Source: an optimization exercise on an open RTL-to-GDS flow (aim: small area, a short achievable clock period and few clock cycles per item). Production flows keep margins and buffers that such runs may drop. In this exercise RTL edits were held to simulation tests only and were not proved equivalent to the original.

==> run.sh <==
#!/bin/bash
# synth_recipe.tcl (not shown) runs the flow's synth.tcl, then flattens the netlist and writes it again
# the make line also repeats each setting of config.mk as NAME=value (left out here)
make -C /OpenROAD-flow-scripts/flow DESIGN_CONFIG=/design/flow/config.mk WORK_HOME=/design/flow/orfs CLKGATE_MAP_FILE= SYNTH_SCRIPT=/design/flow/synth_recipe.tcl finish
==> config.mk <==
export PLATFORM = sky130hd
export DESIGN_NAME = muldiv_unit
export DESIGN_NICKNAME = muldiv_unit
export VERILOG_FILES = /design/flow/design.v
export SDC_FILE = /design/flow/constraint.sdc
export NUM_CORES = 4
export LEC_CHECK = 0
export CAP_MARGIN = 20
export CORE_MARGIN = 2
export CORE_UTILIZATION = 40
export SLEW_MARGIN = 20
==> constraint.sdc <==
create_clock -name core_clock -period 11.0 [get_ports {clk}]
set_input_delay 2.2000 -clock core_clock [delete_from_list [all_inputs] [get_ports {clk}]]
set_output_delay 2.2000 -clock core_clock [all_outputs]
set_load 0.01 [all_outputs]
==> design.v <==
package muldiv_pkg;
  typedef enum logic [2:0] {
    OpMul    = 3'b000,
    OpMulh   = 3'b001,
    OpMulhsu = 3'b010,
    OpMulhu  = 3'b011,
    OpDiv    = 3'b100,
    OpDivu   = 3'b101,
    OpRem    = 3'b110,
    OpRemu   = 3'b111
  } op_e;
  typedef enum logic [1:0] {
    StIdle,
    StMul,
    StDiv,
    StDone
  } state_e;
  localparam int unsigned DIV_ITERS = 32;
  localparam int unsigned MUL_LAT   = 2;
endpackage
module muldiv_div_iter
(
  input  logic        clk,
  input  logic        rst,
  input  logic        start_i,
  input  logic        abort_i,
  input  logic [31:0] dividend_i,
  input  logic [31:0] divisor_i,
  input  logic        signed_i,
  input  logic        rem_i,
  output logic        done_o,
  output logic [31:0] result_o
);
  logic [31:0] rem_q, quo_q, dvs_q, res_q;
  logic [5:0]  cnt_q;
  logic        busy_q, done_q, neg_quo_q, neg_rem_q, rem_sel_q;
  logic [32:0] rem_shift;
  logic        fits;
  logic [31:0] rem_next, quo_next, abs_a, abs_b, fixed;
  always_comb begin
    abs_a     = (signed_i && dividend_i[31]) ? -dividend_i : dividend_i;
    abs_b     = (signed_i && divisor_i[31]) ? -divisor_i : divisor_i;
    rem_shift = {rem_q, quo_q[31]};
    fits      = rem_shift >= {1'b0, dvs_q};
    rem_next  = fits ? (rem_shift[31:0] - dvs_q) : rem_shift[31:0];
    quo_next  = {quo_q[30:0], fits};
    if (rem_sel_q) begin
      fixed = neg_rem_q ? -rem_q : rem_q;
    end else begin
      fixed = neg_quo_q ? -quo_q : quo_q;
    end
  end
  always_ff @(posedge clk or negedge rst) begin
    if (!rst) begin
      rem_q     <= '0;
      quo_q     <= '0;
      dvs_q     <= '0;
      res_q     <= '0;
      cnt_q     <= '0;
      busy_q    <= 1'b0;
      done_q    <= 1'b0;
      neg_quo_q <= 1'b0;
      neg_rem_q <= 1'b0;
      rem_sel_q <= 1'b0;
    end else begin
      done_q <= 1'b0;
      if (abort_i) begin
        busy_q <= 1'b0;
        cnt_q  <= '0;
      end else if (start_i) begin
        rem_q     <= '0;
        quo_q     <= abs_a;
        dvs_q     <= abs_b;
        cnt_q     <= 6'(muldiv_pkg::DIV_ITERS);
        busy_q    <= 1'b1;
        neg_quo_q <= signed_i && (dividend_i[31] ^ divisor_i[31]);
        neg_rem_q <= signed_i && dividend_i[31];
        rem_sel_q <= rem_i;
      end else if (busy_q) begin
        if (cnt_q != '0) begin
          rem_q <= rem_next;
          quo_q <= quo_next;
          cnt_q <= cnt_q - 6'd1;
        end else begin
          res_q  <= fixed;
          done_q <= 1'b1;
          busy_q <= 1'b0;
        end
      end
    end
  end
  assign done_o   = done_q;
  assign result_o = res_q;
endmodule
module muldiv_unit
#(
  parameter int unsigned XLEN = 32
) (
  input  logic            clk,
  input  logic            rst,
  input  logic            in_valid,
  output logic            in_ready,
  input  logic [2:0]      op,
  input  logic [XLEN-1:0] rs1_data,
  input  logic [XLEN-1:0] rs2_data,
  input  logic [4:0]      rd_in,
  input  logic            flush,
  output logic            out_valid,
  input  logic            out_ready,
  output logic [XLEN-1:0] result,
  output logic [4:0]      rd_out,
  output logic            err
);
  muldiv_pkg::state_e          state_q, state_d;
  muldiv_pkg::op_e             op_q;
  logic [XLEN-1:0] a_q, b_q, result_q;
  logic [4:0]      rd_q;
  logic [1:0]      cnt_q;
  logic [63:0]     product_q;
  logic            err_q;
  logic            accept, in_div, in_special, mul_last, a_sgn, b_sgn, mul_err, div_done;
  logic [63:0]     a_ext, b_ext, product;
  logic [XLEN-1:0] mul_res, div_res;
  assign accept   = in_valid && (state_q == muldiv_pkg::StIdle) && !flush;
  assign in_div   = op[2];
  assign mul_last = (cnt_q == 2'(muldiv_pkg::MUL_LAT - 1));
  assign in_special = (rs2_data == '0) ||
                      (!op[0] && rs1_data == {1'b1, {(XLEN-1){1'b0}}} &&
                       rs2_data == '1);
  assign a_sgn   = (op_q == muldiv_pkg::OpMulh || op_q == muldiv_pkg::OpMulhsu) && a_q[XLEN-1];
  assign b_sgn   = (op_q == muldiv_pkg::OpMulh) && b_q[XLEN-1];
  assign a_ext   = {{(64-XLEN){a_sgn}}, a_q};
  assign b_ext   = {{(64-XLEN){b_sgn}}, b_q};
  assign product = a_ext * b_ext;
  always_comb begin
    mul_res = '0;
    mul_err = 1'b0;
    unique case (op_q)
      muldiv_pkg::OpMul:                     mul_res = product_q[XLEN-1:0];
      muldiv_pkg::OpMulh, muldiv_pkg::OpMulhsu, muldiv_pkg::OpMulhu: mul_res = product_q[2*XLEN-1:XLEN];
      default: begin
        if (b_q == '0) begin
          mul_res = op_q[1] ? a_q : '1;
        end else begin
          mul_res = op_q[1] ? '0 : {1'b1, {(XLEN-1){1'b0}}};
        end
      end
    endcase
  end
  logic div_start;
  assign div_start = accept && in_div && !in_special;
  muldiv_div_iter u_div (
    .clk        (clk),
    .rst        (rst),
    .start_i    (div_start),
    .abort_i    (flush),
    .dividend_i (rs1_data),
    .divisor_i  (rs2_data),
    .signed_i   (!op[0]),
    .rem_i      (op[1]),
    .done_o     (div_done),
    .result_o   (div_res)
  );
  always_comb begin
    state_d = state_q;
    unique case (state_q)
      muldiv_pkg::StIdle: if (accept) state_d = (in_div && !in_special) ? muldiv_pkg::StDiv : muldiv_pkg::StMul;
      muldiv_pkg::StMul:  if (mul_last) state_d = muldiv_pkg::StDone;
      muldiv_pkg::StDiv:  if (div_done) state_d = muldiv_pkg::StDone;
      muldiv_pkg::StDone: if (out_ready) state_d = muldiv_pkg::StIdle;
      default: state_d = muldiv_pkg::StIdle;
    endcase
    if (flush) state_d = muldiv_pkg::StIdle;
  end
  always_ff @(posedge clk or negedge rst) begin
    if (!rst) state_q <= muldiv_pkg::StIdle;
    else      state_q <= state_d;
  end
  always_ff @(posedge clk or negedge rst) begin
    if (!rst) begin
      op_q      <= muldiv_pkg::OpMul;
      a_q       <= '0;
      b_q       <= '0;
      rd_q      <= '0;
      cnt_q     <= '0;
      product_q <= '0;
      result_q  <= '0;
      err_q     <= 1'b0;
    end else if (accept) begin
      op_q  <= muldiv_pkg::op_e'(op);
      a_q   <= rs1_data;
      b_q   <= rs2_data;
      rd_q  <= rd_in;
      cnt_q <= '0;
    end else if (!flush) begin
      if (state_q == muldiv_pkg::StMul) begin
        product_q <= product;
        cnt_q     <= cnt_q + 2'd1;
        if (mul_last) begin
          result_q <= mul_res;
          err_q    <= mul_err;
        end
      end
      if (state_q == muldiv_pkg::StDiv && div_done) begin
        result_q <= div_res;
        err_q    <= 1'b0;
      end
    end
  end
  assign in_ready      = (state_q == muldiv_pkg::StIdle);
  assign out_valid     = (state_q == muldiv_pkg::StDone);
  assign result        = result_q;
  assign rd_out        = rd_q;
  assign err           = err_q;
endmodule
==> summary.md <==
| Metric | Value |
|---|---|
| Status | `timing/DRC/antenna clean` |
| Placer Congestion | `0.940` |
| Final Max Tran Viols | `0` |
| First-pass iteration count of the detailed router | `6` |
| Yosys top cell by area | `fa_1` |
| Average wire per standard cell | `20.5 um` |
| Fin Hold WS | `479 ps` |
| Post-synthesis adder-cell area fraction | `0.462` |
| Post-synth EDFFs | `0` |
| Initial Utilization | `0.401` |
| Largest net degree at the start of global routing | `133` |
| CP peak stage delay | `850 ps` |
| Fraction of layout instances using a drive strength above 1 | `0.0347` |
| Root Driver | `clkbuf_16` |
| Clock latency (worst-skew pair) | `560 ps` |
| Multiplexer share of the synthesized area | `0.00626` |
| Data required, critical path | `11420 ps` |
| Antenna Cells | `0` |
| Synth unique cells | `72` |
| Final setup violation count | `0` |
| I/O Buffers | `115` |
| Top-count cell post-synth | `nand2_1` |
| Final Cycle Share | `0.909` |
| Bufs on Longest Clock Path | `3` |
| YS warnings | `2` |
| Simple-gate portion of the synthesized area | `0.165` |
| Vias in the first global route | `44900` |
| Post-CTS Resized | `0` |
| Final worst slack | `1000 ps` |
| Final min period | `10000 ps` |
| Yosys reg bits | `311` |
| Mean post-synth cell area | `8.76 um^2` |
| Slowest-stage cell, CP | `fa_1` |
| Clock transition at path regs | `60 ps` |
| Grt ovf | `0` |
| HP Class | `flop to flop` |
| Dpl ws | `1100 ps` |
| Total CTS buffers | `36` |
| Most used cell, CP | `fa_1` |
| Full die area | `142000 um^2` |
| WS Path Type | `flop to flop` |
| Seq/Total Area, Yosys | `0.140` |
| Compound-gate portion of the synthesized area | `0.0831` |
| Synth Instances | `6370` |
| Crit-path max FO | `32` |
| Post-CTS Setup Inserts | `0` |
| Post-DP HPWL | `134000 um` |
| Setup Skew | `32.4 ps` |
| # clock sinks | `311` |
| Slew @ Worst Pin | `1160 ps` |
| Filler Cell Count | `13800` |
| Crit. End Element | `flop` |
| Crit path arrival time | `10420 ps` |
| Largest family of logic cells by synthesized area | `adder cells` |
| Setup TNS | `0 ps` |
| Yosys top cell area share | `0.404` |
| Core Area | `139000 um^2` |
| Antenna Nets Post-Route | `0` |
| Initial DRC count | `3246` |
| Max_cap viols | `0` |
| First-pass GRT wire length | `266000 um` |
| Die W | `377 um` |
| Overall routed net length | `167000 um` |
| Post-Syn Nets | `7829` |
| Fmax | `0.100 GHz` |
| All-layer global routing usage | `0.242` |
| Die height | `377 um` |
| Area Overhead vs Synth | `7.35%` |
| Synth Area in XOR/XNOR | `0.0353` |
| Max H-tree Level | `2` |
| Hold Vio Cnt, Final | `0` |
| Initial antenna violation count | `4` |
| Fin nets | `7708` |
| CTS tree | `built` |
| DRC errors left | `0` |
| R2R Setup Slk | `1000 ps` |
| # hold bufs at CTS | `0` |
| RSZ-0062 raised after global routing | `no` |
| Worst rel slew slack | `0.228` |
| Post-synthesis async set-or-reset flop share | `1.00` |
| Top FF cell, synth | `dfrtp_1` |
| Largest cells by area after synthesis | `fa_1 40%, dfrtp_1 14%, nand2_1 8.5%` |
| Row count | `137` |
| Mapped Area | `55800 um^2` |
| Vias | `42600` |
| I/O pin total | `117` |
| Commonest cells in the synthesized netlist | `1268 x nand2_1, 1233 x inv_1, 1126 x fa_1` |
| Drt via density | `5.22` |
| Critical Path Start Type | `flop` |
## final timing paths
| check | startpoint | to | cells past startpoint |
|---|---|---|---|
| worst max-delay path | op_q[0]$_DFFE_PN0P_ | product_q[63]$_DFFE_PN0P_ | 31 |
| worst min-delay path | u_div.res_q[22]$_DFFE_PN0P_ | u_div.res_q[22]$_DFFE_PN0P_ | 2 |
| worst max register to register | op_q[0]$_DFFE_PN0P_ | product_q[63]$_DFFE_PN0P_ | 31 |
| worst min register to register | u_div.res_q[22]$_DFFE_PN0P_ | u_div.res_q[22]$_DFFE_PN0P_ | 2 |
| max in group asynchronous | rst | a_q[17]$_DFFE_PN0P_ | 2 |
| min in group asynchronous | rst | u_div.cnt_q[5]$_DFFE_PN0P_ | 1 |
## through the flow
stage / util / cells / cell area [um^2]
after floorplan: - / 6370 / 55800
after global placement: 0.422 / 8086 / 58600
after detailed placement: 0.422 / 8087 / 58700
after CTS: 0.431 / 8152 / 59900
after global routing: 0.431 / 8152 / 59900
final: 0.431 / 8152 / 59900
## per-layer routing
metal  part of all wire  global-route usage
met2               0.48               0.406
met4              0.032              0.0668
met5            0.00012                   0
met3              0.056              0.0281
met1               0.43               0.330
## cells by family (layout without fill, tap and decap cells)
kind of cell / Yosys count / in the layout
AO/OA/AOI/OAI: 755 / 755
XOR/XNOR: 225 / 225
adder cells (fa/ha/maj): 1382 / 1382
buffers and inverters: 1613 / 1519
flip-flops: 311 / 311
multiplexers: 34 / 34
other: 1 / 1
AND/OR/NAND/NOR: 2049 / 2049
## sequential cells by signal, indices dropped and copies added (netlist names), 6 cells and up
name / count
a_q: 32
b_q: 32
product_q: 64
result_q: 32
u_div.cnt_q: 6
u_div.dvs_q: 32
u_div.quo_q: 32
u_div.rem_q: 32
u_div.res_q: 32
## cells in the final DEF (no fill, tap or decap), drive strengths merged, types with 41 or more instances in the layout
cell type and n:
a21o 53, a21oi 158, and2 353, buf 107, clkbuf 51, clkdlybuf4s50 114
dfrtp 311, fa 1126, ha 256, inv 1235, nand2 1269, nor2 175
nor2b 41, o21ai 321, xnor2 140, xor2 85
## final cells by class
class	instances	area, um^2	share of cell area
tap	1876	2350	0.0392
sequential	311	7780	0.130
timing repair buffer	221	1980	0.0331
inverter	1233	4630	0.0773
multi-input combinational	4446	41900	0.700
clock inverter	14	174	0.00290
clock buffer	51	1040	0.0173
## worst max-delay path: cells and delay by family, from the launching register on
family,cells,cell delay (ps)
buf+inv,8,1770
xor+xnor,2,360
simple gates,6,1270
fa+ha+maj,9,4790
compound gates,6,1210
flops,1,430
Testbench counts, summed over its fixed seeds: cycles 51,968, items 3,200.

==> separate check: timing with driven ports <==
Ports are ideal in the flow. The routed layout listed here was re-timed in OpenROAD. Step 1, drivers: a clkbuf_16 drives clk and a buf_2 each remaining input, both assumed. Step 2 adds t to the input delays and takes it off the output delays; t is the mean of the earliest and latest rising clock arrival at the registers after step 1. Input paths then give back, and output paths get back, about the clock's delay inside the block. Slacks: no drivers / after step 1 / after step 2; pairs: no drivers / after step 1.
shift t [ns]: 0.596
setup slack, ns: 1.005 / 1.005 / 1.005
hold WS [ns]: 0.479 / 0.479 / 0.479
worst data-port slew with drivers (ns): 0.06
cell pins on the clock port's net: 1
After both steps this run still meets setup and hold. The setup slack of this run moves by 0.000 ns with the drivers and by 0.000 ns with both steps.
